Context: an optimization exercise on an open-source flow, tuned for small area, a short achievable clock period and few clock cycles per item. The choices shown serve that exercise and are no tape-out recipe. No functional check of the RTL was part of any run shown here. Power and IR drop assume default switching activity.

[flow/run.sh]
#!/bin/bash
# synth_recipe.tcl (not shown) runs the flow's synth.tcl, then flattens the netlist and writes it again
# the make line also repeats each setting of config.mk as NAME=value (left out here)
make -C /OpenROAD-flow-scripts/flow DESIGN_CONFIG=/design/flow/config.mk WORK_HOME=/design/flow/orfs CLKGATE_MAP_FILE= SYNTH_SCRIPT=/design/flow/synth_recipe.tcl finish
[flow/config.mk]
export PLATFORM = sky130hd
export DESIGN_NAME = cnn_layer_par
export DESIGN_NICKNAME = cnn_layer_par
export VERILOG_FILES = /design/flow/design.v
export SDC_FILE = /design/flow/constraint.sdc
export NUM_CORES = 4
export LEC_CHECK = 0
export CAP_MARGIN = 20
export CORE_MARGIN = 2
export CORE_UTILIZATION = 40
export SLEW_MARGIN = 20
[flow/design.v]
package cnn_pkg;
  localparam int ACC_W = 35;
  function automatic logic [15:0] sat_relu(input logic [ACC_W-1:0] acc,
                                           input logic relu);
    logic hi_ones, hi_zeros;
    logic [15:0] r;
    hi_ones  = &acc[ACC_W-1:23];
    hi_zeros = ~|acc[ACC_W-1:23];
    if (hi_ones || hi_zeros) r = acc[23:8];
    else if (acc[ACC_W-1]) r = 16'h8000;
    else r = 16'h7fff;
    if (relu && acc[ACC_W-1]) r = 16'h0000;
    sat_relu = r;
  endfunction
endpackage
module cnn_mac_lane (
  input  logic        clk,
  input  logic        clr,      
  input  logic        take,     
  input  logic [7:0]  one,      
  input  logic [7:0]  two,      
  input  logic [7:0]  neg,      
  input  logic [15:0] w,        
  input  logic        relu,
  input  logic        en,
  output logic [15:0] out
);
  logic [34:0] s_q, c_q, s_d, c_d;
  wire pp0_0 = (one[0] & w[0]) ^ neg[0];
  wire pp0_1 = ((one[0] & w[1]) | (two[0] & w[0])) ^ neg[0];
  wire pp0_2 = ((one[0] & w[2]) | (two[0] & w[1])) ^ neg[0];
  wire pp0_3 = ((one[0] & w[3]) | (two[0] & w[2])) ^ neg[0];
  wire pp0_4 = ((one[0] & w[4]) | (two[0] & w[3])) ^ neg[0];
  wire pp0_5 = ((one[0] & w[5]) | (two[0] & w[4])) ^ neg[0];
  wire pp0_6 = ((one[0] & w[6]) | (two[0] & w[5])) ^ neg[0];
  wire pp0_7 = ((one[0] & w[7]) | (two[0] & w[6])) ^ neg[0];
  wire pp0_8 = ((one[0] & w[8]) | (two[0] & w[7])) ^ neg[0];
  wire pp0_9 = ((one[0] & w[9]) | (two[0] & w[8])) ^ neg[0];
  wire pp0_10 = ((one[0] & w[10]) | (two[0] & w[9])) ^ neg[0];
  wire pp0_11 = ((one[0] & w[11]) | (two[0] & w[10])) ^ neg[0];
  wire pp0_12 = ((one[0] & w[12]) | (two[0] & w[11])) ^ neg[0];
  wire pp0_13 = ((one[0] & w[13]) | (two[0] & w[12])) ^ neg[0];
  wire pp0_14 = ((one[0] & w[14]) | (two[0] & w[13])) ^ neg[0];
  wire pp0_15 = ((one[0] & w[15]) | (two[0] & w[14])) ^ neg[0];
  wire pp0_16 = ~(((one[0] & w[15]) | (two[0] & w[15])) ^ neg[0]);
  wire pp1_0 = (one[1] & w[0]) ^ neg[1];
  wire pp1_1 = ((one[1] & w[1]) | (two[1] & w[0])) ^ neg[1];
  wire pp1_2 = ((one[1] & w[2]) | (two[1] & w[1])) ^ neg[1];
  wire pp1_3 = ((one[1] & w[3]) | (two[1] & w[2])) ^ neg[1];
  wire pp1_4 = ((one[1] & w[4]) | (two[1] & w[3])) ^ neg[1];
  wire pp1_5 = ((one[1] & w[5]) | (two[1] & w[4])) ^ neg[1];
  wire pp1_6 = ((one[1] & w[6]) | (two[1] & w[5])) ^ neg[1];
  wire pp1_7 = ((one[1] & w[7]) | (two[1] & w[6])) ^ neg[1];
  wire pp1_8 = ((one[1] & w[8]) | (two[1] & w[7])) ^ neg[1];
  wire pp1_9 = ((one[1] & w[9]) | (two[1] & w[8])) ^ neg[1];
  wire pp1_10 = ((one[1] & w[10]) | (two[1] & w[9])) ^ neg[1];
  wire pp1_11 = ((one[1] & w[11]) | (two[1] & w[10])) ^ neg[1];
  wire pp1_12 = ((one[1] & w[12]) | (two[1] & w[11])) ^ neg[1];
  wire pp1_13 = ((one[1] & w[13]) | (two[1] & w[12])) ^ neg[1];
  wire pp1_14 = ((one[1] & w[14]) | (two[1] & w[13])) ^ neg[1];
  wire pp1_15 = ((one[1] & w[15]) | (two[1] & w[14])) ^ neg[1];
  wire pp1_16 = ~(((one[1] & w[15]) | (two[1] & w[15])) ^ neg[1]);
  wire pp2_0 = (one[2] & w[0]) ^ neg[2];
  wire pp2_1 = ((one[2] & w[1]) | (two[2] & w[0])) ^ neg[2];
  wire pp2_2 = ((one[2] & w[2]) | (two[2] & w[1])) ^ neg[2];
  wire pp2_3 = ((one[2] & w[3]) | (two[2] & w[2])) ^ neg[2];
  wire pp2_4 = ((one[2] & w[4]) | (two[2] & w[3])) ^ neg[2];
  wire pp2_5 = ((one[2] & w[5]) | (two[2] & w[4])) ^ neg[2];
  wire pp2_6 = ((one[2] & w[6]) | (two[2] & w[5])) ^ neg[2];
  wire pp2_7 = ((one[2] & w[7]) | (two[2] & w[6])) ^ neg[2];
  wire pp2_8 = ((one[2] & w[8]) | (two[2] & w[7])) ^ neg[2];
  wire pp2_9 = ((one[2] & w[9]) | (two[2] & w[8])) ^ neg[2];
  wire pp2_10 = ((one[2] & w[10]) | (two[2] & w[9])) ^ neg[2];
  wire pp2_11 = ((one[2] & w[11]) | (two[2] & w[10])) ^ neg[2];
  wire pp2_12 = ((one[2] & w[12]) | (two[2] & w[11])) ^ neg[2];
  wire pp2_13 = ((one[2] & w[13]) | (two[2] & w[12])) ^ neg[2];
  wire pp2_14 = ((one[2] & w[14]) | (two[2] & w[13])) ^ neg[2];
  wire pp2_15 = ((one[2] & w[15]) | (two[2] & w[14])) ^ neg[2];
  wire pp2_16 = ~(((one[2] & w[15]) | (two[2] & w[15])) ^ neg[2]);
  wire pp3_0 = (one[3] & w[0]) ^ neg[3];
  wire pp3_1 = ((one[3] & w[1]) | (two[3] & w[0])) ^ neg[3];
  wire pp3_2 = ((one[3] & w[2]) | (two[3] & w[1])) ^ neg[3];
  wire pp3_3 = ((one[3] & w[3]) | (two[3] & w[2])) ^ neg[3];
  wire pp3_4 = ((one[3] & w[4]) | (two[3] & w[3])) ^ neg[3];
  wire pp3_5 = ((one[3] & w[5]) | (two[3] & w[4])) ^ neg[3];
  wire pp3_6 = ((one[3] & w[6]) | (two[3] & w[5])) ^ neg[3];
  wire pp3_7 = ((one[3] & w[7]) | (two[3] & w[6])) ^ neg[3];
  wire pp3_8 = ((one[3] & w[8]) | (two[3] & w[7])) ^ neg[3];
  wire pp3_9 = ((one[3] & w[9]) | (two[3] & w[8])) ^ neg[3];
  wire pp3_10 = ((one[3] & w[10]) | (two[3] & w[9])) ^ neg[3];
  wire pp3_11 = ((one[3] & w[11]) | (two[3] & w[10])) ^ neg[3];
  wire pp3_12 = ((one[3] & w[12]) | (two[3] & w[11])) ^ neg[3];
  wire pp3_13 = ((one[3] & w[13]) | (two[3] & w[12])) ^ neg[3];
  wire pp3_14 = ((one[3] & w[14]) | (two[3] & w[13])) ^ neg[3];
  wire pp3_15 = ((one[3] & w[15]) | (two[3] & w[14])) ^ neg[3];
  wire pp3_16 = ~(((one[3] & w[15]) | (two[3] & w[15])) ^ neg[3]);
  wire pp4_0 = (one[4] & w[0]) ^ neg[4];
  wire pp4_1 = ((one[4] & w[1]) | (two[4] & w[0])) ^ neg[4];
  wire pp4_2 = ((one[4] & w[2]) | (two[4] & w[1])) ^ neg[4];
  wire pp4_3 = ((one[4] & w[3]) | (two[4] & w[2])) ^ neg[4];
  wire pp4_4 = ((one[4] & w[4]) | (two[4] & w[3])) ^ neg[4];
  wire pp4_5 = ((one[4] & w[5]) | (two[4] & w[4])) ^ neg[4];
  wire pp4_6 = ((one[4] & w[6]) | (two[4] & w[5])) ^ neg[4];
  wire pp4_7 = ((one[4] & w[7]) | (two[4] & w[6])) ^ neg[4];
  wire pp4_8 = ((one[4] & w[8]) | (two[4] & w[7])) ^ neg[4];
  wire pp4_9 = ((one[4] & w[9]) | (two[4] & w[8])) ^ neg[4];
  wire pp4_10 = ((one[4] & w[10]) | (two[4] & w[9])) ^ neg[4];
  wire pp4_11 = ((one[4] & w[11]) | (two[4] & w[10])) ^ neg[4];
  wire pp4_12 = ((one[4] & w[12]) | (two[4] & w[11])) ^ neg[4];
  wire pp4_13 = ((one[4] & w[13]) | (two[4] & w[12])) ^ neg[4];
  wire pp4_14 = ((one[4] & w[14]) | (two[4] & w[13])) ^ neg[4];
  wire pp4_15 = ((one[4] & w[15]) | (two[4] & w[14])) ^ neg[4];
  wire pp4_16 = ~(((one[4] & w[15]) | (two[4] & w[15])) ^ neg[4]);
  wire pp5_0 = (one[5] & w[0]) ^ neg[5];
  wire pp5_1 = ((one[5] & w[1]) | (two[5] & w[0])) ^ neg[5];
  wire pp5_2 = ((one[5] & w[2]) | (two[5] & w[1])) ^ neg[5];
  wire pp5_3 = ((one[5] & w[3]) | (two[5] & w[2])) ^ neg[5];
  wire pp5_4 = ((one[5] & w[4]) | (two[5] & w[3])) ^ neg[5];
  wire pp5_5 = ((one[5] & w[5]) | (two[5] & w[4])) ^ neg[5];
  wire pp5_6 = ((one[5] & w[6]) | (two[5] & w[5])) ^ neg[5];
  wire pp5_7 = ((one[5] & w[7]) | (two[5] & w[6])) ^ neg[5];
  wire pp5_8 = ((one[5] & w[8]) | (two[5] & w[7])) ^ neg[5];
  wire pp5_9 = ((one[5] & w[9]) | (two[5] & w[8])) ^ neg[5];
  wire pp5_10 = ((one[5] & w[10]) | (two[5] & w[9])) ^ neg[5];
  wire pp5_11 = ((one[5] & w[11]) | (two[5] & w[10])) ^ neg[5];
  wire pp5_12 = ((one[5] & w[12]) | (two[5] & w[11])) ^ neg[5];
  wire pp5_13 = ((one[5] & w[13]) | (two[5] & w[12])) ^ neg[5];
  wire pp5_14 = ((one[5] & w[14]) | (two[5] & w[13])) ^ neg[5];
  wire pp5_15 = ((one[5] & w[15]) | (two[5] & w[14])) ^ neg[5];
  wire pp5_16 = ~(((one[5] & w[15]) | (two[5] & w[15])) ^ neg[5]);
  wire pp6_0 = (one[6] & w[0]) ^ neg[6];
  wire pp6_1 = ((one[6] & w[1]) | (two[6] & w[0])) ^ neg[6];
  wire pp6_2 = ((one[6] & w[2]) | (two[6] & w[1])) ^ neg[6];
  wire pp6_3 = ((one[6] & w[3]) | (two[6] & w[2])) ^ neg[6];
  wire pp6_4 = ((one[6] & w[4]) | (two[6] & w[3])) ^ neg[6];
  wire pp6_5 = ((one[6] & w[5]) | (two[6] & w[4])) ^ neg[6];
  wire pp6_6 = ((one[6] & w[6]) | (two[6] & w[5])) ^ neg[6];
  wire pp6_7 = ((one[6] & w[7]) | (two[6] & w[6])) ^ neg[6];
  wire pp6_8 = ((one[6] & w[8]) | (two[6] & w[7])) ^ neg[6];
  wire pp6_9 = ((one[6] & w[9]) | (two[6] & w[8])) ^ neg[6];
  wire pp6_10 = ((one[6] & w[10]) | (two[6] & w[9])) ^ neg[6];
  wire pp6_11 = ((one[6] & w[11]) | (two[6] & w[10])) ^ neg[6];
  wire pp6_12 = ((one[6] & w[12]) | (two[6] & w[11])) ^ neg[6];
  wire pp6_13 = ((one[6] & w[13]) | (two[6] & w[12])) ^ neg[6];
  wire pp6_14 = ((one[6] & w[14]) | (two[6] & w[13])) ^ neg[6];
  wire pp6_15 = ((one[6] & w[15]) | (two[6] & w[14])) ^ neg[6];
  wire pp6_16 = ~(((one[6] & w[15]) | (two[6] & w[15])) ^ neg[6]);
  wire pp7_0 = (one[7] & w[0]) ^ neg[7];
  wire pp7_1 = ((one[7] & w[1]) | (two[7] & w[0])) ^ neg[7];
  wire pp7_2 = ((one[7] & w[2]) | (two[7] & w[1])) ^ neg[7];
  wire pp7_3 = ((one[7] & w[3]) | (two[7] & w[2])) ^ neg[7];
  wire pp7_4 = ((one[7] & w[4]) | (two[7] & w[3])) ^ neg[7];
  wire pp7_5 = ((one[7] & w[5]) | (two[7] & w[4])) ^ neg[7];
  wire pp7_6 = ((one[7] & w[6]) | (two[7] & w[5])) ^ neg[7];
  wire pp7_7 = ((one[7] & w[7]) | (two[7] & w[6])) ^ neg[7];
  wire pp7_8 = ((one[7] & w[8]) | (two[7] & w[7])) ^ neg[7];
  wire pp7_9 = ((one[7] & w[9]) | (two[7] & w[8])) ^ neg[7];
  wire pp7_10 = ((one[7] & w[10]) | (two[7] & w[9])) ^ neg[7];
  wire pp7_11 = ((one[7] & w[11]) | (two[7] & w[10])) ^ neg[7];
  wire pp7_12 = ((one[7] & w[12]) | (two[7] & w[11])) ^ neg[7];
  wire pp7_13 = ((one[7] & w[13]) | (two[7] & w[12])) ^ neg[7];
  wire pp7_14 = ((one[7] & w[14]) | (two[7] & w[13])) ^ neg[7];
  wire pp7_15 = ((one[7] & w[15]) | (two[7] & w[14])) ^ neg[7];
  wire pp7_16 = ~(((one[7] & w[15]) | (two[7] & w[15])) ^ neg[7]);
  wire hs0 = s_q[12] ^ c_q[12];
  wire hc0 = s_q[12] & c_q[12];
  wire hs1 = s_q[13] ^ c_q[13];
  wire hc1 = s_q[13] & c_q[13];
  wire fs0 = s_q[14] ^ c_q[14] ^ neg[7];
  wire fc0 = (s_q[14] & c_q[14]) | (s_q[14] & neg[7]) | (c_q[14] & neg[7]);
  wire hs2 = pp0_14 ^ pp1_12;
  wire hc2 = pp0_14 & pp1_12;
  wire fs1 = s_q[15] ^ c_q[15] ^ pp0_15;
  wire fc1 = (s_q[15] & c_q[15]) | (s_q[15] & pp0_15) | (c_q[15] & pp0_15);
  wire hs3 = pp1_13 ^ pp2_11;
  wire hc3 = pp1_13 & pp2_11;
  wire fs2 = 1'b1 ^ s_q[16] ^ c_q[16];
  wire fc2 = (1'b1 & s_q[16]) | (1'b1 & c_q[16]) | (s_q[16] & c_q[16]);
  wire fs3 = pp0_16 ^ pp1_14 ^ pp2_12;
  wire fc3 = (pp0_16 & pp1_14) | (pp0_16 & pp2_12) | (pp1_14 & pp2_12);
  wire fs4 = 1'b1 ^ s_q[17] ^ c_q[17];
  wire fc4 = (1'b1 & s_q[17]) | (1'b1 & c_q[17]) | (s_q[17] & c_q[17]);
  wire hs4 = pp1_15 ^ pp2_13;
  wire hc4 = pp1_15 & pp2_13;
  wire fs5 = s_q[18] ^ c_q[18] ^ pp1_16;
  wire fc5 = (s_q[18] & c_q[18]) | (s_q[18] & pp1_16) | (c_q[18] & pp1_16);
  wire hs5 = 1'b1 ^ s_q[19];
  wire hc5 = 1'b1 & s_q[19];
  wire hs6 = s_q[6] ^ c_q[6];
  wire hc6 = s_q[6] & c_q[6];
  wire hs7 = s_q[7] ^ c_q[7];
  wire hc7 = s_q[7] & c_q[7];
  wire fs6 = s_q[8] ^ c_q[8] ^ neg[4];
  wire fc6 = (s_q[8] & c_q[8]) | (s_q[8] & neg[4]) | (c_q[8] & neg[4]);
  wire hs8 = pp0_8 ^ pp1_6;
  wire hc8 = pp0_8 & pp1_6;
  wire fs7 = s_q[9] ^ c_q[9] ^ pp0_9;
  wire fc7 = (s_q[9] & c_q[9]) | (s_q[9] & pp0_9) | (c_q[9] & pp0_9);
  wire hs9 = pp1_7 ^ pp2_5;
  wire hc9 = pp1_7 & pp2_5;
  wire fs8 = s_q[10] ^ c_q[10] ^ neg[5];
  wire fc8 = (s_q[10] & c_q[10]) | (s_q[10] & neg[5]) | (c_q[10] & neg[5]);
  wire fs9 = pp0_10 ^ pp1_8 ^ pp2_6;
  wire fc9 = (pp0_10 & pp1_8) | (pp0_10 & pp2_6) | (pp1_8 & pp2_6);
  wire hs10 = pp3_4 ^ pp4_2;
  wire hc10 = pp3_4 & pp4_2;
  wire fs10 = s_q[11] ^ c_q[11] ^ pp0_11;
  wire fc10 = (s_q[11] & c_q[11]) | (s_q[11] & pp0_11) | (c_q[11] & pp0_11);
  wire fs11 = pp1_9 ^ pp2_7 ^ pp3_5;
  wire fc11 = (pp1_9 & pp2_7) | (pp1_9 & pp3_5) | (pp2_7 & pp3_5);
  wire hs11 = pp4_3 ^ pp5_1;
  wire hc11 = pp4_3 & pp5_1;
  wire fs12 = neg[6] ^ hs0 ^ pp0_12;
  wire fc12 = (neg[6] & hs0) | (neg[6] & pp0_12) | (hs0 & pp0_12);
  wire fs13 = pp1_10 ^ pp2_8 ^ pp3_6;
  wire fc13 = (pp1_10 & pp2_8) | (pp1_10 & pp3_6) | (pp2_8 & pp3_6);
  wire fs14 = pp4_4 ^ pp5_2 ^ pp6_0;
  wire fc14 = (pp4_4 & pp5_2) | (pp4_4 & pp6_0) | (pp5_2 & pp6_0);
  wire fs15 = hc0 ^ hs1 ^ pp0_13;
  wire fc15 = (hc0 & hs1) | (hc0 & pp0_13) | (hs1 & pp0_13);
  wire fs16 = pp1_11 ^ pp2_9 ^ pp3_7;
  wire fc16 = (pp1_11 & pp2_9) | (pp1_11 & pp3_7) | (pp2_9 & pp3_7);
  wire fs17 = pp4_5 ^ pp5_3 ^ pp6_1;
  wire fc17 = (pp4_5 & pp5_3) | (pp4_5 & pp6_1) | (pp5_3 & pp6_1);
  wire fs18 = hc1 ^ fs0 ^ pp2_10;
  wire fc18 = (hc1 & fs0) | (hc1 & pp2_10) | (fs0 & pp2_10);
  wire fs19 = pp3_8 ^ pp4_6 ^ pp5_4;
  wire fc19 = (pp3_8 & pp4_6) | (pp3_8 & pp5_4) | (pp4_6 & pp5_4);
  wire fs20 = pp6_2 ^ pp7_0 ^ hs2;
  wire fc20 = (pp6_2 & pp7_0) | (pp6_2 & hs2) | (pp7_0 & hs2);
  wire fs21 = fc0 ^ pp3_9 ^ pp4_7;
  wire fc21 = (fc0 & pp3_9) | (fc0 & pp4_7) | (pp3_9 & pp4_7);
  wire fs22 = pp5_5 ^ pp6_3 ^ pp7_1;
  wire fc22 = (pp5_5 & pp6_3) | (pp5_5 & pp7_1) | (pp6_3 & pp7_1);
  wire fs23 = hc2 ^ hs3 ^ fs1;
  wire fc23 = (hc2 & hs3) | (hc2 & fs1) | (hs3 & fs1);
  wire fs24 = fs2 ^ pp3_10 ^ pp4_8;
  wire fc24 = (fs2 & pp3_10) | (fs2 & pp4_8) | (pp3_10 & pp4_8);
  wire fs25 = pp5_6 ^ pp6_4 ^ pp7_2;
  wire fc25 = (pp5_6 & pp6_4) | (pp5_6 & pp7_2) | (pp6_4 & pp7_2);
  wire fs26 = hc3 ^ fc1 ^ fs3;
  wire fc26 = (hc3 & fc1) | (hc3 & fs3) | (fc1 & fs3);
  wire fs27 = fc2 ^ fs4 ^ pp3_11;
  wire fc27 = (fc2 & fs4) | (fc2 & pp3_11) | (fs4 & pp3_11);
  wire fs28 = pp4_9 ^ pp5_7 ^ pp6_5;
  wire fc28 = (pp4_9 & pp5_7) | (pp4_9 & pp6_5) | (pp5_7 & pp6_5);
  wire fs29 = pp7_3 ^ hs4 ^ fc3;
  wire fc29 = (pp7_3 & hs4) | (pp7_3 & fc3) | (hs4 & fc3);
  wire fs30 = fc4 ^ pp2_14 ^ pp3_12;
  wire fc30 = (fc4 & pp2_14) | (fc4 & pp3_12) | (pp2_14 & pp3_12);
  wire fs31 = pp4_10 ^ pp5_8 ^ pp6_6;
  wire fc31 = (pp4_10 & pp5_8) | (pp4_10 & pp6_6) | (pp5_8 & pp6_6);
  wire fs32 = pp7_4 ^ hc4 ^ fs5;
  wire fc32 = (pp7_4 & hc4) | (pp7_4 & fs5) | (hc4 & fs5);
  wire fs33 = c_q[19] ^ hs5 ^ pp2_15;
  wire fc33 = (c_q[19] & hs5) | (c_q[19] & pp2_15) | (hs5 & pp2_15);
  wire fs34 = pp3_13 ^ pp4_11 ^ pp5_9;
  wire fc34 = (pp3_13 & pp4_11) | (pp3_13 & pp5_9) | (pp4_11 & pp5_9);
  wire fs35 = pp6_7 ^ pp7_5 ^ fc5;
  wire fc35 = (pp6_7 & pp7_5) | (pp6_7 & fc5) | (pp7_5 & fc5);
  wire fs36 = s_q[20] ^ c_q[20] ^ hc5;
  wire fc36 = (s_q[20] & c_q[20]) | (s_q[20] & hc5) | (c_q[20] & hc5);
  wire fs37 = pp2_16 ^ pp3_14 ^ pp4_12;
  wire fc37 = (pp2_16 & pp3_14) | (pp2_16 & pp4_12) | (pp3_14 & pp4_12);
  wire fs38 = pp5_10 ^ pp6_8 ^ pp7_6;
  wire fc38 = (pp5_10 & pp6_8) | (pp5_10 & pp7_6) | (pp6_8 & pp7_6);
  wire fs39 = 1'b1 ^ s_q[21] ^ c_q[21];
  wire fc39 = (1'b1 & s_q[21]) | (1'b1 & c_q[21]) | (s_q[21] & c_q[21]);
  wire fs40 = pp3_15 ^ pp4_13 ^ pp5_11;
  wire fc40 = (pp3_15 & pp4_13) | (pp3_15 & pp5_11) | (pp4_13 & pp5_11);
  wire hs12 = pp6_9 ^ pp7_7;
  wire hc12 = pp6_9 & pp7_7;
  wire fs41 = s_q[22] ^ c_q[22] ^ pp3_16;
  wire fc41 = (s_q[22] & c_q[22]) | (s_q[22] & pp3_16) | (c_q[22] & pp3_16);
  wire fs42 = pp4_14 ^ pp5_12 ^ pp6_10;
  wire fc42 = (pp4_14 & pp5_12) | (pp4_14 & pp6_10) | (pp5_12 & pp6_10);
  wire fs43 = 1'b1 ^ s_q[23] ^ c_q[23];
  wire fc43 = (1'b1 & s_q[23]) | (1'b1 & c_q[23]) | (s_q[23] & c_q[23]);
  wire hs13 = pp4_15 ^ pp5_13;
  wire hc13 = pp4_15 & pp5_13;
  wire fs44 = s_q[24] ^ c_q[24] ^ pp4_16;
  wire fc44 = (s_q[24] & c_q[24]) | (s_q[24] & pp4_16) | (c_q[24] & pp4_16);
  wire hs14 = 1'b1 ^ s_q[25];
  wire hc14 = 1'b1 & s_q[25];
  wire hs15 = s_q[2] ^ c_q[2];
  wire hc15 = s_q[2] & c_q[2];
  wire hs16 = s_q[3] ^ c_q[3];
  wire hc16 = s_q[3] & c_q[3];
  wire fs45 = s_q[4] ^ c_q[4] ^ neg[2];
  wire fc45 = (s_q[4] & c_q[4]) | (s_q[4] & neg[2]) | (c_q[4] & neg[2]);
  wire hs17 = pp0_4 ^ pp1_2;
  wire hc17 = pp0_4 & pp1_2;
  wire fs46 = s_q[5] ^ c_q[5] ^ pp0_5;
  wire fc46 = (s_q[5] & c_q[5]) | (s_q[5] & pp0_5) | (c_q[5] & pp0_5);
  wire hs18 = pp1_3 ^ pp2_1;
  wire hc18 = pp1_3 & pp2_1;
  wire fs47 = neg[3] ^ hs6 ^ pp0_6;
  wire fc47 = (neg[3] & hs6) | (neg[3] & pp0_6) | (hs6 & pp0_6);
  wire fs48 = pp1_4 ^ pp2_2 ^ pp3_0;
  wire fc48 = (pp1_4 & pp2_2) | (pp1_4 & pp3_0) | (pp2_2 & pp3_0);
  wire fs49 = hc6 ^ hs7 ^ pp0_7;
  wire fc49 = (hc6 & hs7) | (hc6 & pp0_7) | (hs7 & pp0_7);
  wire fs50 = pp1_5 ^ pp2_3 ^ pp3_1;
  wire fc50 = (pp1_5 & pp2_3) | (pp1_5 & pp3_1) | (pp2_3 & pp3_1);
  wire fs51 = hc7 ^ fs6 ^ pp2_4;
  wire fc51 = (hc7 & fs6) | (hc7 & pp2_4) | (fs6 & pp2_4);
  wire fs52 = pp3_2 ^ pp4_0 ^ hs8;
  wire fc52 = (pp3_2 & pp4_0) | (pp3_2 & hs8) | (pp4_0 & hs8);
  wire fs53 = fc6 ^ pp3_3 ^ pp4_1;
  wire fc53 = (fc6 & pp3_3) | (fc6 & pp4_1) | (pp3_3 & pp4_1);
  wire fs54 = hc8 ^ hs9 ^ fs7;
  wire fc54 = (hc8 & hs9) | (hc8 & fs7) | (hs9 & fs7);
  wire fs55 = fs8 ^ pp5_0 ^ hc9;
  wire fc55 = (fs8 & pp5_0) | (fs8 & hc9) | (pp5_0 & hc9);
  wire fs56 = hs10 ^ fc7 ^ fs9;
  wire fc56 = (hs10 & fc7) | (hs10 & fs9) | (fc7 & fs9);
  wire fs57 = fc8 ^ hc10 ^ hs11;
  wire fc57 = (fc8 & hc10) | (fc8 & hs11) | (hc10 & hs11);
  wire fs58 = fc9 ^ fs10 ^ fs11;
  wire fc58 = (fc9 & fs10) | (fc9 & fs11) | (fs10 & fs11);
  wire fs59 = hc11 ^ fc10 ^ fc11;
  wire fc59 = (hc11 & fc10) | (hc11 & fc11) | (fc10 & fc11);
  wire fs60 = fs12 ^ fs13 ^ fs14;
  wire fc60 = (fs12 & fs13) | (fs12 & fs14) | (fs13 & fs14);
  wire fs61 = fc12 ^ fc13 ^ fc14;
  wire fc61 = (fc12 & fc13) | (fc12 & fc14) | (fc13 & fc14);
  wire fs62 = fs15 ^ fs16 ^ fs17;
  wire fc62 = (fs15 & fs16) | (fs15 & fs17) | (fs16 & fs17);
  wire fs63 = fc15 ^ fc16 ^ fc17;
  wire fc63 = (fc15 & fc16) | (fc15 & fc17) | (fc16 & fc17);
  wire fs64 = fs18 ^ fs19 ^ fs20;
  wire fc64 = (fs18 & fs19) | (fs18 & fs20) | (fs19 & fs20);
  wire fs65 = fc18 ^ fc19 ^ fs21;
  wire fc65 = (fc18 & fc19) | (fc18 & fs21) | (fc19 & fs21);
  wire fs66 = fs22 ^ fc20 ^ fs23;
  wire fc66 = (fs22 & fc20) | (fs22 & fs23) | (fc20 & fs23);
  wire fs67 = fc21 ^ fc22 ^ fs24;
  wire fc67 = (fc21 & fc22) | (fc21 & fs24) | (fc22 & fs24);
  wire fs68 = fs25 ^ fc23 ^ fs26;
  wire fc68 = (fs25 & fc23) | (fs25 & fs26) | (fc23 & fs26);
  wire fs69 = fc24 ^ fc25 ^ fs27;
  wire fc69 = (fc24 & fc25) | (fc24 & fs27) | (fc25 & fs27);
  wire fs70 = fs28 ^ fs29 ^ fc26;
  wire fc70 = (fs28 & fs29) | (fs28 & fc26) | (fs29 & fc26);
  wire fs71 = fc27 ^ fc28 ^ fs30;
  wire fc71 = (fc27 & fc28) | (fc27 & fs30) | (fc28 & fs30);
  wire fs72 = fs31 ^ fc29 ^ fs32;
  wire fc72 = (fs31 & fc29) | (fs31 & fs32) | (fc29 & fs32);
  wire fs73 = fc30 ^ fc31 ^ fs33;
  wire fc73 = (fc30 & fc31) | (fc30 & fs33) | (fc31 & fs33);
  wire fs74 = fs34 ^ fs35 ^ fc32;
  wire fc74 = (fs34 & fs35) | (fs34 & fc32) | (fs35 & fc32);
  wire fs75 = fs36 ^ fc33 ^ fc34;
  wire fc75 = (fs36 & fc33) | (fs36 & fc34) | (fc33 & fc34);
  wire fs76 = fs37 ^ fs38 ^ fc35;
  wire fc76 = (fs37 & fs38) | (fs37 & fc35) | (fs38 & fc35);
  wire fs77 = fs39 ^ fc36 ^ hs12;
  wire fc77 = (fs39 & fc36) | (fs39 & hs12) | (fc36 & hs12);
  wire fs78 = fc37 ^ fc38 ^ fs40;
  wire fc78 = (fc37 & fc38) | (fc37 & fs40) | (fc38 & fs40);
  wire fs79 = fc39 ^ pp7_8 ^ hc12;
  wire fc79 = (fc39 & pp7_8) | (fc39 & hc12) | (pp7_8 & hc12);
  wire fs80 = fc40 ^ fs41 ^ fs42;
  wire fc80 = (fc40 & fs41) | (fc40 & fs42) | (fs41 & fs42);
  wire fs81 = fs43 ^ pp6_11 ^ pp7_9;
  wire fc81 = (fs43 & pp6_11) | (fs43 & pp7_9) | (pp6_11 & pp7_9);
  wire fs82 = hs13 ^ fc41 ^ fc42;
  wire fc82 = (hs13 & fc41) | (hs13 & fc42) | (fc41 & fc42);
  wire fs83 = fc43 ^ pp5_14 ^ pp6_12;
  wire fc83 = (fc43 & pp5_14) | (fc43 & pp6_12) | (pp5_14 & pp6_12);
  wire fs84 = pp7_10 ^ hc13 ^ fs44;
  wire fc84 = (pp7_10 & hc13) | (pp7_10 & fs44) | (hc13 & fs44);
  wire fs85 = c_q[25] ^ hs14 ^ pp5_15;
  wire fc85 = (c_q[25] & hs14) | (c_q[25] & pp5_15) | (hs14 & pp5_15);
  wire fs86 = pp6_13 ^ pp7_11 ^ fc44;
  wire fc86 = (pp6_13 & pp7_11) | (pp6_13 & fc44) | (pp7_11 & fc44);
  wire fs87 = s_q[26] ^ c_q[26] ^ hc14;
  wire fc87 = (s_q[26] & c_q[26]) | (s_q[26] & hc14) | (c_q[26] & hc14);
  wire fs88 = pp5_16 ^ pp6_14 ^ pp7_12;
  wire fc88 = (pp5_16 & pp6_14) | (pp5_16 & pp7_12) | (pp6_14 & pp7_12);
  wire fs89 = 1'b1 ^ s_q[27] ^ c_q[27];
  wire fc89 = (1'b1 & s_q[27]) | (1'b1 & c_q[27]) | (s_q[27] & c_q[27]);
  wire hs19 = pp6_15 ^ pp7_13;
  wire hc19 = pp6_15 & pp7_13;
  wire fs90 = s_q[28] ^ c_q[28] ^ pp6_16;
  wire fc90 = (s_q[28] & c_q[28]) | (s_q[28] & pp6_16) | (c_q[28] & pp6_16);
  wire hs20 = 1'b1 ^ s_q[29];
  wire hc20 = 1'b1 & s_q[29];
  wire hs21 = s_q[0] ^ c_q[0];
  wire hc21 = s_q[0] & c_q[0];
  wire hs22 = s_q[1] ^ c_q[1];
  wire hc22 = s_q[1] & c_q[1];
  wire fs91 = neg[1] ^ hs15 ^ pp0_2;
  wire fc91 = (neg[1] & hs15) | (neg[1] & pp0_2) | (hs15 & pp0_2);
  wire fs92 = hc15 ^ hs16 ^ pp0_3;
  wire fc92 = (hc15 & hs16) | (hc15 & pp0_3) | (hs16 & pp0_3);
  wire fs93 = hc16 ^ fs45 ^ pp2_0;
  wire fc93 = (hc16 & fs45) | (hc16 & pp2_0) | (fs45 & pp2_0);
  wire fs94 = fc45 ^ hc17 ^ hs18;
  wire fc94 = (fc45 & hc17) | (fc45 & hs18) | (hc17 & hs18);
  wire fs95 = hc18 ^ fc46 ^ fs47;
  wire fc95 = (hc18 & fc46) | (hc18 & fs47) | (fc46 & fs47);
  wire fs96 = fc47 ^ fc48 ^ fs49;
  wire fc96 = (fc47 & fc48) | (fc47 & fs49) | (fc48 & fs49);
  wire fs97 = fc49 ^ fc50 ^ fs51;
  wire fc97 = (fc49 & fc50) | (fc49 & fs51) | (fc50 & fs51);
  wire fs98 = fc51 ^ fs53 ^ fc52;
  wire fc98 = (fc51 & fs53) | (fc51 & fc52) | (fs53 & fc52);
  wire fs99 = fc53 ^ fs55 ^ fc54;
  wire fc99 = (fc53 & fs55) | (fc53 & fc54) | (fs55 & fc54);
  wire fs100 = fc55 ^ fs57 ^ fc56;
  wire fc100 = (fc55 & fs57) | (fc55 & fc56) | (fs57 & fc56);
  wire fs101 = fc57 ^ fs59 ^ fc58;
  wire fc101 = (fc57 & fs59) | (fc57 & fc58) | (fs59 & fc58);
  wire fs102 = fc59 ^ fs61 ^ fc60;
  wire fc102 = (fc59 & fs61) | (fc59 & fc60) | (fs61 & fc60);
  wire fs103 = fc61 ^ fs63 ^ fc62;
  wire fc103 = (fc61 & fs63) | (fc61 & fc62) | (fs63 & fc62);
  wire fs104 = fc63 ^ fs65 ^ fc64;
  wire fc104 = (fc63 & fs65) | (fc63 & fc64) | (fs65 & fc64);
  wire fs105 = fc65 ^ fs67 ^ fc66;
  wire fc105 = (fc65 & fs67) | (fc65 & fc66) | (fs67 & fc66);
  wire fs106 = fc67 ^ fs69 ^ fc68;
  wire fc106 = (fc67 & fs69) | (fc67 & fc68) | (fs69 & fc68);
  wire fs107 = fc69 ^ fs71 ^ fc70;
  wire fc107 = (fc69 & fs71) | (fc69 & fc70) | (fs71 & fc70);
  wire fs108 = fc71 ^ fs73 ^ fc72;
  wire fc108 = (fc71 & fs73) | (fc71 & fc72) | (fs73 & fc72);
  wire fs109 = fs75 ^ fc73 ^ fc74;
  wire fc109 = (fs75 & fc73) | (fs75 & fc74) | (fc73 & fc74);
  wire fs110 = fs77 ^ fc75 ^ fs78;
  wire fc110 = (fs77 & fc75) | (fs77 & fs78) | (fc75 & fs78);
  wire fs111 = fs79 ^ fc77 ^ fc78;
  wire fc111 = (fs79 & fc77) | (fs79 & fc78) | (fc77 & fc78);
  wire fs112 = fs81 ^ fc79 ^ fs82;
  wire fc112 = (fs81 & fc79) | (fs81 & fs82) | (fc79 & fs82);
  wire fs113 = fc81 ^ fs83 ^ fc82;
  wire fc113 = (fc81 & fs83) | (fc81 & fc82) | (fs83 & fc82);
  wire fs114 = fc83 ^ fs85 ^ fs86;
  wire fc114 = (fc83 & fs85) | (fc83 & fs86) | (fs85 & fs86);
  wire fs115 = fs87 ^ fc85 ^ fs88;
  wire fc115 = (fs87 & fc85) | (fs87 & fs88) | (fc85 & fs88);
  wire fs116 = fs89 ^ fc87 ^ hs19;
  wire fc116 = (fs89 & fc87) | (fs89 & hs19) | (fc87 & hs19);
  wire fs117 = fc89 ^ pp7_14 ^ hc19;
  wire fc117 = (fc89 & pp7_14) | (fc89 & hc19) | (pp7_14 & hc19);
  wire fs118 = c_q[29] ^ hs20 ^ pp7_15;
  wire fc118 = (c_q[29] & hs20) | (c_q[29] & pp7_15) | (hs20 & pp7_15);
  wire fs119 = s_q[30] ^ c_q[30] ^ hc20;
  wire fc119 = (s_q[30] & c_q[30]) | (s_q[30] & hc20) | (c_q[30] & hc20);
  wire hs23 = 1'b1 ^ s_q[31];
  wire hc23 = 1'b1 & s_q[31];
  wire hs24 = 1'b1 ^ s_q[32];
  wire hc24 = 1'b1 & s_q[32];
  wire hs25 = 1'b1 ^ s_q[33];
  wire hc25 = 1'b1 & s_q[33];
  wire hs26 = 1'b1 ^ s_q[34];
  wire hs27 = neg[0] ^ hs21;
  wire hc27 = neg[0] & hs21;
  wire fs120 = hc21 ^ hs22 ^ pp0_1;
  wire fc120 = (hc21 & hs22) | (hc21 & pp0_1) | (hs22 & pp0_1);
  wire fs121 = hc22 ^ pp1_0 ^ fs91;
  wire fc121 = (hc22 & pp1_0) | (hc22 & fs91) | (pp1_0 & fs91);
  wire fs122 = pp1_1 ^ fc91 ^ fs92;
  wire fc122 = (pp1_1 & fc91) | (pp1_1 & fs92) | (fc91 & fs92);
  wire fs123 = hs17 ^ fc92 ^ fs93;
  wire fc123 = (hs17 & fc92) | (hs17 & fs93) | (fc92 & fs93);
  wire fs124 = fc93 ^ fs46 ^ fs94;
  wire fc124 = (fc93 & fs46) | (fc93 & fs94) | (fs46 & fs94);
  wire fs125 = fs48 ^ fc94 ^ fs95;
  wire fc125 = (fs48 & fc94) | (fs48 & fs95) | (fc94 & fs95);
  wire fs126 = fs50 ^ fc95 ^ fs96;
  wire fc126 = (fs50 & fc95) | (fs50 & fs96) | (fc95 & fs96);
  wire fs127 = fs52 ^ fc96 ^ fs97;
  wire fc127 = (fs52 & fc96) | (fs52 & fs97) | (fc96 & fs97);
  wire fs128 = fc97 ^ fs54 ^ fs98;
  wire fc128 = (fc97 & fs54) | (fc97 & fs98) | (fs54 & fs98);
  wire fs129 = fs56 ^ fc98 ^ fs99;
  wire fc129 = (fs56 & fc98) | (fs56 & fs99) | (fc98 & fs99);
  wire fs130 = fs58 ^ fc99 ^ fs100;
  wire fc130 = (fs58 & fc99) | (fs58 & fs100) | (fc99 & fs100);
  wire fs131 = fs60 ^ fc100 ^ fs101;
  wire fc131 = (fs60 & fc100) | (fs60 & fs101) | (fc100 & fs101);
  wire fs132 = fs62 ^ fc101 ^ fs102;
  wire fc132 = (fs62 & fc101) | (fs62 & fs102) | (fc101 & fs102);
  wire fs133 = fs64 ^ fc102 ^ fs103;
  wire fc133 = (fs64 & fc102) | (fs64 & fs103) | (fc102 & fs103);
  wire fs134 = fc103 ^ fs66 ^ fs104;
  wire fc134 = (fc103 & fs66) | (fc103 & fs104) | (fs66 & fs104);
  wire fs135 = fs68 ^ fc104 ^ fs105;
  wire fc135 = (fs68 & fc104) | (fs68 & fs105) | (fc104 & fs105);
  wire fs136 = fs70 ^ fc105 ^ fs106;
  wire fc136 = (fs70 & fc105) | (fs70 & fs106) | (fc105 & fs106);
  wire fs137 = fs72 ^ fc106 ^ fs107;
  wire fc137 = (fs72 & fc106) | (fs72 & fs107) | (fc106 & fs107);
  wire fs138 = fs74 ^ fc107 ^ fs108;
  wire fc138 = (fs74 & fc107) | (fs74 & fs108) | (fc107 & fs108);
  wire fs139 = fs76 ^ fc108 ^ fs109;
  wire fc139 = (fs76 & fc108) | (fs76 & fs109) | (fc108 & fs109);
  wire fs140 = fc76 ^ fs110 ^ fc109;
  wire fc140 = (fc76 & fs110) | (fc76 & fc109) | (fs110 & fc109);
  wire fs141 = fs80 ^ fc110 ^ fs111;
  wire fc141 = (fs80 & fc110) | (fs80 & fs111) | (fc110 & fs111);
  wire fs142 = fc80 ^ fc111 ^ fs112;
  wire fc142 = (fc80 & fc111) | (fc80 & fs112) | (fc111 & fs112);
  wire fs143 = fs84 ^ fc112 ^ fs113;
  wire fc143 = (fs84 & fc112) | (fs84 & fs113) | (fc112 & fs113);
  wire fs144 = fc84 ^ fc113 ^ fs114;
  wire fc144 = (fc84 & fc113) | (fc84 & fs114) | (fc113 & fs114);
  wire fs145 = fc86 ^ fs115 ^ fc114;
  wire fc145 = (fc86 & fs115) | (fc86 & fc114) | (fs115 & fc114);
  wire fs146 = fc88 ^ fs116 ^ fc115;
  wire fc146 = (fc88 & fs116) | (fc88 & fc115) | (fs116 & fc115);
  wire fs147 = fs90 ^ fs117 ^ fc116;
  wire fc147 = (fs90 & fs117) | (fs90 & fc116) | (fs117 & fc116);
  wire fs148 = fc90 ^ fs118 ^ fc117;
  wire fc148 = (fc90 & fs118) | (fc90 & fc117) | (fs118 & fc117);
  wire fs149 = fs119 ^ pp7_16 ^ fc118;
  wire fc149 = (fs119 & pp7_16) | (fs119 & fc118) | (pp7_16 & fc118);
  wire fs150 = c_q[31] ^ hs23 ^ fc119;
  wire fc150 = (c_q[31] & hs23) | (c_q[31] & fc119) | (hs23 & fc119);
  wire fs151 = c_q[32] ^ hc23 ^ hs24;
  wire fc151 = (c_q[32] & hc23) | (c_q[32] & hs24) | (hc23 & hs24);
  wire fs152 = c_q[33] ^ hc24 ^ hs25;
  wire fc152 = (c_q[33] & hc24) | (c_q[33] & hs25) | (hc24 & hs25);
  wire fs153 = c_q[34] ^ hc25 ^ hs26;
  assign s_d = {fc152, fc151, fs151, fs150, fs149, fc147, fs147, fs146, fc144, fc143, fc142, fc141, fs141, fc139, fc138, fc137, fc136, fc135, fc134, fc133, fc132, fc131, fc130, fc129, fc128, fc127, fc126, fc125, fc124, fc123, fc122, fc121, fc120, hc27, hs27};
  assign c_d = {fs153, fs152, fc150, fc149, fc148, fs148, fc146, fc145, fs145, fs144, fs143, fs142, fc140, fs140, fs139, fs138, fs137, fs136, fs135, fs134, fs133, fs132, fs131, fs130, fs129, fs128, fs127, fs126, fs125, fs124, fs123, fs122, fs121, fs120, pp0_0};
  always_ff @(posedge clk) begin
    if (clr) begin
      s_q <= 35'd128;
      c_q <= '0;
    end else begin
      s_q <= s_d;
      c_q <= c_d;
    end
  end
  logic [34:0] v;
  logic [15:0] res;
  assign v = s_q + c_q;
  always_comb begin
    res = cnn_pkg::sat_relu(v, relu);
    if (!en) res = '0;
  end
  always_ff @(posedge clk) if (take) out <= res;
endmodule
module cnn_layer_par (
  input  logic         clk,
  input  logic         reset,
  input  logic         start,
  input  logic [3:0]   ch_en,
  input  logic         relu_en,
  input  logic         wt_we,
  input  logic [1:0]   wt_ch,
  input  logic [0:0]   wt_w,
  input  logic [3:0]   wt_tap,
  input  logic [15:0]  wt_data,
  input  logic         in_valid,
  output logic         in_ready,
  input  logic [63:0]  in_data,
  output logic [127:0] out_data,
  output logic [3:0]   finished
);
  logic       busy_q;      
  logic [8:0] tap_q;       
  logic       rdy_q;
  logic [3:0] en_q, fin_q;
  logic       relu_q;
  logic       first_q;     
  logic       p1_q;        
  logic       p2_q;        
  logic       clr_q;       
  logic       go, hs;
  assign go = start & ~busy_q;
  assign hs = in_valid & rdy_q & (busy_q | start);
  always_ff @(posedge clk) begin
    if (reset) begin
      busy_q  <= 1'b0;
      tap_q   <= 9'd1;
      rdy_q   <= 1'b1;
      en_q    <= '0;
      relu_q  <= 1'b0;
      fin_q   <= '0;
      first_q <= 1'b0;
      p1_q    <= 1'b0;
      p2_q    <= 1'b0;
      clr_q   <= 1'b1;
    end else begin
      clr_q   <= p2_q;
      first_q <= hs & tap_q[0];
      p1_q    <= hs & tap_q[8];
      p2_q    <= p1_q;
      if (go) begin
        busy_q <= 1'b1;
        en_q   <= ch_en;
        relu_q <= relu_en;
        fin_q  <= '0;
      end else if (p2_q) begin
        busy_q <= 1'b0;
        fin_q  <= '1;
      end
      if (p2_q) begin
        tap_q <= 9'd1;
        rdy_q <= 1'b1;
      end else if (hs) begin
        tap_q <= tap_q << 1;
        rdy_q <= ~tap_q[8];
      end
    end
  end
  logic [15:0] wt_q [72];
  logic [15:0] wdat;
  logic        wt_ok;
  assign wt_ok = wt_we & ~busy_q & (wt_tap < 4'd9);
  assign wdat  = reset ? 16'd0 : wt_data;
  for (genvar i = 0; i < 72; i++) begin : g_wt
    localparam int C = i / 18;
    localparam int W = (i / 9) % 2;
    localparam int T = i % 9;
    wire wen = reset | (wt_ok && wt_ch == C && wt_w == W && wt_tap == T);
    always_ff @(posedge clk) begin
      if (wen) wt_q[i] <= wdat;
    end
  end
  logic [7:0]  one_q [4];
  logic [7:0]  two_q [4];
  logic [7:0]  neg_q [4];
  logic [15:0] w_q   [8];
  for (genvar c = 0; c < 4; c++) begin : g_enc
    logic [16:0] xe;
    logic [7:0] one_d, two_d, neg_d;
    assign xe = {in_data[16*c +: 16], 1'b0};
    always_comb begin
      for (int j = 0; j < 8; j++) begin
        one_d[j] = hs & (xe[2*j+1] ^ xe[2*j]);
        two_d[j] = hs & ((xe[2*j+2] & ~xe[2*j+1] & ~xe[2*j]) | (~xe[2*j+2] & xe[2*j+1] & xe[2*j]));
        neg_d[j] = xe[2*j+2];
      end
    end
    always_ff @(posedge clk) begin
      one_q[c] <= one_d;
      two_q[c] <= two_d;
      neg_q[c] <= neg_d;
    end
  end
  for (genvar l = 0; l < 8; l++) begin : g_wsel
    logic [15:0] ws;
    always_comb begin
      ws = '0;
      for (int t = 0; t < 9; t++) begin
        ws = ws | (wt_q[l*9 + t] & {16{tap_q[t]}});
      end
    end
    always_ff @(posedge clk) w_q[l] <= ws;
  end
  for (genvar l = 0; l < 8; l++) begin : g_lane
    cnn_mac_lane u_lane (
      .clk   (clk),
      .clr (clr_q), .take (p2_q),
      .one   (one_q[l/2]),
      .two   (two_q[l/2]),
      .neg   (neg_q[l/2]),
      .w     (w_q[l]),
      .relu  (relu_q),
      .en    (en_q[l/2]),
      .out   (out_data[16*l +: 16])
    );
  end
  assign in_ready = rdy_q;
  assign finished = fin_q;
endmodule
[flow/constraint.sdc]
create_clock -name core_clock -period 11.0 [get_ports {clk}]
set_input_delay 2.2000 -clock core_clock [delete_from_list [all_inputs] [get_ports {clk}]]
set_output_delay 2.2000 -clock core_clock [all_outputs]
set_load 0.01 [all_outputs]
==> results.py, run 1 <==
metrics = {
    "detailed_routing": {
        "vias_per_cell": 5.59,
        "post_drt_wl_per_cell_um": 23.2,
        "drt-initial-drc-count": 9078,
        "drt-total-wl_um": 375000,
        "drc_errors": 0,
        "ant_nets": 0,
        "drt_pass1_iterations": 9,
        "vias": 90400,
    },
    "setup_path": {
        "rr_endpoint": "g_lane[3].u_lane.out[6]$_SDFFCE_PP0P_",
        "r2r_start": "g_lane[3].u_lane.s_q[0]$_SDFF_PP0_",
        "reg2reg_depth": 13,
        "required_ns": 11.69,
        "r2r_setup_slack_ns": 6.01,
        "crit_start": "g_lane[3].u_lane.s_q[0]$_SDFF_PP0_",
        "cp-end-kind": "register",
        "critical_path_class": "reg -> reg",
        "setup.worst_path.start_class": "register",
        "critical_path_arrival_ns": 5.68,
        "crit_fanout": 17,
    },
    "grt": {
        "grt_usage_pct": 21.9,
        "grt_first_pass_wirelength_um": 578000,
        "grt_pass1_vias": 94700,
        "antenna_found_initial": 17,
        "overflow": 0,
        "grt_max_degree": 193,
    },
    "power_and_ir_drop": {
        "comb_power_share_pct": 51.5,
        "sw_frac_of_total_pct": 40.4,
        "internal_power_mw": 23.0,
        "switchingPower_mw": 15.6,
        "power_frac_seq_pct": 28.4,
        "power_mw": 38.6,
        "power_density_mw_per_mm2": 263,
        "vdd_drop_max_mv": 0.191,
        "clkPwrFrac_pct": 20.1,
        "leakage_nw": 56.3,
    },
    "cts": {
        "cts-hold-fix-buffers": 0,
        "htreeDepth": 4,
        "cts-resized-gates": 0,
        "clkLatencyLatePin_ns": 0.97,
        "clk_pin_slew_ns": 0.06,
        "postCtsSetupRepairBufs": 0,
        "cts_tree": "yes",
        "clkSinkCount": 2084,
        "cts_root_buf": "clkbuf_16",
        "clock_path_buffers": 4,
        "numCtsBuffers": 231,
    },
    "cells_and_area": {
        "instances_no_fill": 16200,
        "utilization_pct": 44.2,
        "num-nets-final": 13400,
        "layout-drive-gt1-share_pct": 5.61,
        "area_growth_pct": 10.2,
    },
    "logic_synthesis": {
        "synthCells": 11900,
        "postSynthAreaPerCell_um2": 11.3,
        "synthTopCellsByCount": "1,539 x inv_1, 1,280 x edfxtp_1, 1,208 x fa_1",
        "yosys_warnings": 12,
        "ys_ff_latch": 2084,
        "synth_ff_type": "edfxtp_1",
        "seq_area_frac_synth_pct": 40.9,
        "synth_edf_count": 1280,
        "synth_adder_area_share_pct": 22.5,
        "synth.distinct_cells": 101,
        "syn_area_mm2": 0.133,
        "syn_nets": 13600,
        "synth_xor_area_share_pct": 8.87,
        "synth-simple-area-share_pct": 6.78,
        "yosysTopAreaCellShare_pct": 28.8,
        "yosysMostFrequentCell": "inv_1",
        "ys_async_sr_fraction_pct": 0,
        "synth_top_family_by_area": "adder cells",
        "synth_compound_area_share_pct": 14.0,
        "yosysTopAreaCell": "edfxtp_1",
        "muxShareOfSynthArea_pct": 0.0684,
        "synth.area.top_cells": "edfxtp_1 29%, fa_1 18%, dfxtp_1 12%, xnor2_1 6.9%, a22oi_1 6.1%",
    },
    "die": {
        "start_util_pct": 40.1,
        "ioPinCount": 230,
        "rows": 212,
        "die_area_mm2": 0.338,
        "fp.dieH_um": 582,
        "coreArea_mm2": 0.333,
        "dieWidth_um": 582,
    },
    "sta": {
        "period_share_pct": 45.3,
        "worst_pin_slew_ns": 1.15,
        "setup_viol": 0,
        "fin_skew_ns": 0.105,
        "fin_hold_ws_ns": 0.335,
        "slew_headroom_pct": 23.6,
        "clock.fmax_ghz": 0.201,
        "period_needed_ns": 4.99,
        "setup_tns_ns": 0,
        "rsz0062_at_grt": "no",
        "finalMaxSlewViolations": 0,
        "report.final.hold_viol_count": 0,
    },
    "placed_design": {
        "port_buffers": 229,
        "gp_congestion": 0.870,
        "place_inst": 15700,
        "dpl.hpwl_um": 250000,
    },
    "worst_hold_path": {
        "hold_path.class": "reg -> reg",
        "holdCritStartpoint": "p1_q$_SDFF_PP0_",
        "min_delay_path_depth": 1,
        "whs_endpoint": "p2_q$_SDFF_PP0_",
    },
    "job": {
        "cap_violations": 0,
    },
    "status": {
        "status": "no timing/DRC/antenna violations",
    },
}
==> critical path, cell delays in order (launching register included) <==
cell	delay, ns
dfxtp_1	0.31
ha_1	0.23
fa_1	0.22
nand4_1	0.20
a211oi_1	0.34
o21a_1	0.27
a41oi_1	0.23
a31o_2	0.36
o21bai_1	0.36
a41oi_1	0.20
xnor2_1	0.71
and2_1	0.59
o21ai_1	0.51
o2111ai_1	0.23
==> final cells by class <==
type | count | area, um^2
antenna | 8 | 20.0
clock buffer | 304 | 6340
clock inverter | 130 | 1280
fill | 30500 | 186000
inverter | 1547 | 5810
multi-input combinational | 7328 | 69900
sequential | 2084 | 54600
tap | 4387 | 5490
timing repair buffer | 398 | 3620
==> worst max path at each step <==
stage                                                  endpoint  slack [ns]
after global routing      g_lane[0].u_lane.out[7]$_SDFFCE_PP0P_        5.70
final                     g_lane[3].u_lane.out[6]$_SDFFCE_PP0P_        6.01
after global placement                   wt_q[34][15]$_DFFE_PP_        5.27
after CTS                 g_lane[3].u_lane.out[6]$_SDFFCE_PP0P_        6.02
after floorplan                           wt_q[0][10]$_DFFE_PP_        6.09
after detailed placement                 wt_q[34][11]$_DFFE_PP_        5.22
==> cell families (layout without fill, tap and decap cells) <==
family                     after synthesis  in the layout
other                                    0              8
muxes                                    9              9
and+or+nand+nor                       1741           1741
adders and majority gates             1680           1680
buffers and inverters                 2444           2379
AOI/OAI and AO/OA                     2547           2547
DFF                                   2084           2084
xor gates and xnor gates              1351           1351
==> through the flow <==
step / setup WS, ns / area (um^2)
finish: 6.01 / 147000
floorplan: 6.09 / 133000
detailed placement: 5.22 / 139000
global route: 5.70 / 147000
CTS: 6.02 / 147000
global placement: 5.27 / 139000
==> metal layers <==
metal	global-route usage, %	vias up	part of all wire [%]
li1	-	40000	-
met1	29.6	45900	42
met2	35.6	3852	47
met3	3.92	696	7.9
met4	6.87	16	3.1
met5	0	-	0.025
==> state kept, by name, summed over array words and instances, names as in the netlist <==
| name | flops |
|---|---|
| wt_q | 1152 |
| g_lane.u_lane.c_q | 280 |
| g_lane.u_lane.s_q | 280 |
| g_lane.u_lane.out | 128 |
| w_q | 128 |
| neg_q | 32 |
| one_q | 32 |
| two_q | 32 |
| tap_q | 9 |
| en_q | 4 |
| busy_q | 1 |
| clr_q | 1 |
| fin_q | 1 |
| p1_q | 1 |
| p2_q | 1 |
| rdy_q | 1 |
| relu_q | 1 |
==> power groups by stage <==
| stage | clock network [mW] | logic, mW | registers, mW |
|---|---|---|---|
| floorplan | 0 | 15.3 | 10.5 |
| global placement | 0 | 19.4 | 11.0 |
| detailed placement | 0 | 19.9 | 11.1 |
| CTS | 7.94 | 20.2 | 10.9 |
| global route | 8.24 | 23.3 | 11.1 |
| finish | 7.77 | 19.9 | 11.0 |
==> cell usage in the layout, fill, tap and decap left out, types with 57 or more instances in the layout <==
cell             synthesis  routed
a21o_1                 126     126
a21oi_1                293     292
a221oi_1               142     142
a222oi_1               128     128
a22o_1                 128     128
a22oi_1               1092    1092
buf_4                    5     166
clkbuf_16                0     237
clkdlybuf4s50_1          0     228
dfxtp_1                804     760
edfxtp_1              1280    1280
fa_1                  1208    1208
ha_1                   464     464
inv_1                 1539    1538
nand2_1                317     317
nand3_1                197     197
nor2_1                 361     360
nor2b_1                538     521
nor3_1                  61      57
o21ai_0                249     248
o21bai_1                79      67
xnor2_1               1048    1048
xor2_1                 303     302
==> inputs of run 2 (changes only) <==
==> flow/flow/run.sh (new file) <==
#!/bin/bash
set -euo pipefail
MARGIN=${MARGIN:-7.5}
bash standard.sh SETUP_SLACK_MARGIN=$MARGIN finish > standard_flow.log 2>&1
==> flow/standard.sh (new file) <==
#!/bin/bash
# synth_recipe.tcl (not shown) runs the flow's synth.tcl, then flattens the netlist and writes it again
# the make line also repeats each setting of config.mk as NAME=value (left out here)
make -C /OpenROAD-flow-scripts/flow DESIGN_CONFIG=/design/flow/config.mk WORK_HOME=/design/flow/orfs CLKGATE_MAP_FILE= SYNTH_SCRIPT=/design/flow/synth_recipe.tcl "${@:-finish}"
removed: flow/run.sh
==> run 2 against run 1 <==
Against the previous run: via count increased by 5.1%; power grew 7.9%; worst setup slack improved by 1.2 ns; utilization rose by 4.1 points; clock skew fell by 0.021 ns; die area is the same; global-route usage up 1.8 points; clock power decreased by 0.5%.
==> results.py, run 2 <==
metrics = {
    "cells_and_area": {
        "regArea_mm2": 0.0552,
        "largest_reg_flops": 1152,
        "multiInputGateArea_mm2": 0.0757,
        "layout_commonest_cell": "inv_1",
        "num-nets-final": 13900,
        "fillers": 29000,
        "reg_top3": "wt_q (1152), g_lane.u_lane.c_q (280), g_lane.u_lane.s_q (280)",
        "final_cell_mix": "1,428 x inv_1, 1,280 x edfxtp_1, 1,065 x fa_1, 988 x xnor2_1, 983 x a22oi_1",
        "area_growth_pct": 20.5,
        "top_register": "wt_q",
        "layout-drive-gt1-share_pct": 20.3,
    },
    "die": {
        "start_util_pct": 40.1,
        "rows": 212,
        "coreArea_mm2": 0.333,
        "ioPinCount": 230,
        "die_area_mm2": 0.338,
        "fp.dieH_um": 582,
        "dieWidth_um": 582,
    },
    "cts": {
        "cts_tree": "yes",
        "clkLatencyLatePin_ns": 0.98,
        "clock_path_buffers": 4,
        "clk_pin_slew_ns": 0.06,
        "clkSinkCount": 2084,
        "htreeDepth": 4,
        "cts_root_buf": "clkbuf_16",
        "numCtsBuffers": 227,
        "cts-hold-fix-buffers": 0,
    },
    "grt": {
        "grt_first_pass_wirelength_um": 618000,
        "antenna_found_initial": 19,
        "grt_pass1_vias": 98000,
        "grt_max_degree": 171,
        "overflow": 0,
        "grt_usage_pct": 23.7,
    },
    "detailed_routing": {
        "post_drt_wl_per_cell_um": 24.9,
        "drc_errors": 0,
        "ant_nets": 0,
        "vias": 95000,
        "drt-total-wl_um": 417000,
        "vias_per_cell": 5.68,
        "drt_pass1_iterations": 18,
        "drt-initial-drc-count": 11000,
    },
    "setup_path": {
        "crit_buf_inv": 1,
        "setup.worst_path.start_class": "register",
        "required_ns": 8.80,
        "crit_fanout": 1,
        "crit_family": "flip-flops",
        "rr_endpoint": "g_lane[1].u_lane.out[14]$_SDFFCE_PP0P_",
        "cpPeakStageDelay_ns": 0.47,
        "critical_path_arrival_ns": 1.59,
        "slowest_stage": "edfxtp_1",
        "reg2reg_depth": 14,
        "r2r_start": "g_lane[1].u_lane.s_q[4]$_SDFF_PP0_",
        "cp_cell_sequence": "buf_6",
        "cp-end-kind": "primary output",
        "critical_path_class": "reg -> out",
        "r2r_setup_slack_ns": 7.25,
    },
    "logic_synthesis": {
        "synth_adder_area_share_pct": 22.5,
        "synth.area.top_cells": "edfxtp_1 29%, fa_1 18%, dfxtp_1 12%, xnor2_1 6.9%, a22oi_1 6.1%",
        "synth_edf_count": 1280,
        "yosysTopAreaCellShare_pct": 28.8,
        "synth_compound_area_share_pct": 14.0,
        "yosysTopAreaCell": "edfxtp_1",
        "ys_ff_latch": 2084,
        "ys_async_sr_fraction_pct": 0,
        "synth_xor_area_share_pct": 8.87,
        "synthTopCellsByCount": "1,539 x inv_1, 1,280 x edfxtp_1, 1,208 x fa_1",
        "syn_nets": 13600,
        "synth_top_family_by_area": "adder cells",
        "synthCells": 11900,
        "muxShareOfSynthArea_pct": 0.0684,
        "synth_ff_type": "edfxtp_1",
        "synth-simple-area-share_pct": 6.78,
        "seq_area_frac_synth_pct": 40.9,
        "yosys_warnings": 12,
        "synth.distinct_cells": 101,
        "syn_area_mm2": 0.133,
        "postSynthAreaPerCell_um2": 11.3,
        "yosysMostFrequentCell": "inv_1",
    },
    "power_and_ir_drop": {
        "power_density_mw_per_mm2": 259,
        "switchingPower_mw": 17.0,
        "power_frac_seq_pct": 26.5,
        "leakage_nw": 61.5,
        "clkPwrFrac_pct": 18.5,
        "internal_power_mw": 24.7,
        "sw_frac_of_total_pct": 40.8,
        "comb_power_share_pct": 54.9,
        "vdd_drop_max_mv": 0.160,
    },
    "sta": {
        "setup_viol": 0,
        "clock.fmax_ghz": 0.264,
        "setup_ws_ns": 7.21,
        "fin_hold_ws_ns": 0.422,
        "slew_headroom_pct": 21.1,
        "worst_pin_slew_ns": 1.18,
        "period_needed_ns": 3.79,
        "fin_skew_ns": 0.0843,
        "report.final.hold_viol_count": 0,
        "period_share_pct": 34.5,
        "setup_tns_ns": 0,
        "finalMaxSlewViolations": 0,
        "rsz0062_at_grt": "yes",
    },
    "worst_hold_path": {
        "min_delay_path_depth": 2,
        "whs_endpoint": "w_q[1][5]$_DFF_P_",
        "hold_path.class": "reg -> reg",
        "holdCritStartpoint": "wt_q[10][5]$_DFFE_PP_",
    },
    "placed_design": {
        "gp_congestion": 0.873,
        "dpl.hpwl_um": 250000,
        "port_buffers": 229,
        "pre_cts_ws_ns": 5.23,
    },
    "job": {
        "cap_violations": 0,
    },
    "status": {
        "status": "no timing/DRC/antenna violations",
    },
}
## run 2: cell types whose count changed in the layout (fill, tap and decap cells not counted), moves of 110 or more
cell,delta
buf_4,+248
dfxtp_1,-219
buf_12,+152
fa_1,-143
fa_2,+143
clkdlybuf4s50_1,-138
dfxtp_4,+134
inv_1,-110
## run 2: worst reg2reg max path, stage by stage, from the launching register on
cell	delay, ns
dfxtp_4	0.36
ha_4	0.28
o211ai_1	0.10
buf_4	0.16
o211ai_1	0.40
a2111oi_2	0.16
nor2_2	0.33
a41oi_2	0.23
o31ai_2	0.25
xnor2_1	0.13
or4b_4	0.56
nor3_4	0.17
buf_6	0.14
a21oi_2	0.04
o21a_1	0.19
## run 2: cell families after synthesis
group                    after synthesis
adder cells (fa/ha/maj)             1680
XOR/XNOR                            1351
AO/OA/AOI/OAI                       2547
multiplexers                           9
buffers and inverters               2444
flip-flops                          2084
AND/OR/NAND/NOR                     1741
## run 2: routing by layer
layer | GRT usage [%] | vias up | routed length (um)
met4 | 9.19 | 4 | 18600
met1 | 31.9 | 48000 | 170000
met3 | 4.47 | 1079 | 37300
met2 | 37.9 | 4745 | 191000
met5 | 0 | - | 21
li1 | - | 41200 | -
## run 2: timing repair
| action | 4_1_cts | 5_1_grt |
|---|---|---|
| gates cloned | 43 | 20 |
| pin swaps | 325 | 467 |
| gates resized for setup | 1646 | 762 |
| endpoints found under the setup margin | 1777 | 1691 |
| setup buffers | 343 | 187 |
## run 2: layout make-up
type	instances	share of cell area, %
diodes	14	0.0218
clock buffers	284	3.77
clock inverters	140	0.900
inverters	1547	3.73
multi-input cells	7339	47.1
flip-flops and latches	2084	34.4
well taps	4387	3.41
repair buffers	941	6.75
## run 2: worst max path at each step
stage / startpoint / slack [ns] / cells after the start / end
final: g_lane[0].u_lane.out[11]$_SDFFCE_PP0P_ / 7.21 / 1 / out_data[11]
after CTS: g_lane[0].u_lane.out[11]$_SDFFCE_PP0P_ / 7.10 / 1 / out_data[11]
after floorplan: wt_tap[2] / 6.63 / 8 / wt_q[27][0]$_DFFE_PP_
after global routing: g_lane[1].u_lane.s_q[4]$_SDFF_PP0_ / 7.14 / 14 / g_lane[1].u_lane.out[14]$_SDFFCE_PP0P_
after detailed placement: wt_tap[2] / 5.23 / 7 / wt_q[35][12]$_DFFE_PP_
after global placement: wt_tap[2] / 5.20 / 7 / wt_q[34][6]$_DFFE_PP_
## run 2: power by group through the flow
stage / Combinational [mW] / Sequential [mW] / Clock, mW
detailed placement: 20.0 / 11.1 / 0
finish: 22.9 / 11.1 / 7.73
global route: 26.1 / 11.2 / 8.19
CTS: 21.4 / 11.0 / 7.89
floorplan: 15.4 / 10.5 / 0
global placement: 19.5 / 11.1 / 0
## run 2: per-stage QoR
step | total power, mW | std cells | utilization [%] | area [um^2]
floorplan | 25.8 | 11900 | - | 135000
global placement | 30.6 | 15700 | 42.0 | 140000
detailed placement | 31.1 | 15700 | 42.0 | 140000
CTS | 40.3 | 16500 | 46.7 | 156000
global route | 45.5 | 16700 | 48.3 | 161000
finish | 41.7 | 16700 | 48.3 | 161000

-- re-timing with driven ports --
Ports are ideal in the flow. The routed layouts listed here were re-timed in OpenROAD.
Step 1: set_driving_cell puts a clkbuf_16 on clk and a buf_2 on each other input, an assumption about the parent block.
Step 2 also shifts input and output timing later by t, the mid clock arrival at the registers, as if the neighbouring blocks saw the same clock.
Slacks: no drivers / after step 1 / after step 2; pairs: no drivers / after step 1.
run	t, ns	setup WS [ns]	worst data-port slew with drivers (ns)
run 1	1.008	6.013 / 6.013 / 5.065	0.21
run 2	1.020	7.209 / 7.113 / 6.392	0.20
After both steps setup and hold are still met in every run listed. For run 1, which loses most, drivers alone change the setup slack by 0.000 ns; drivers and shift together by -0.948 ns.
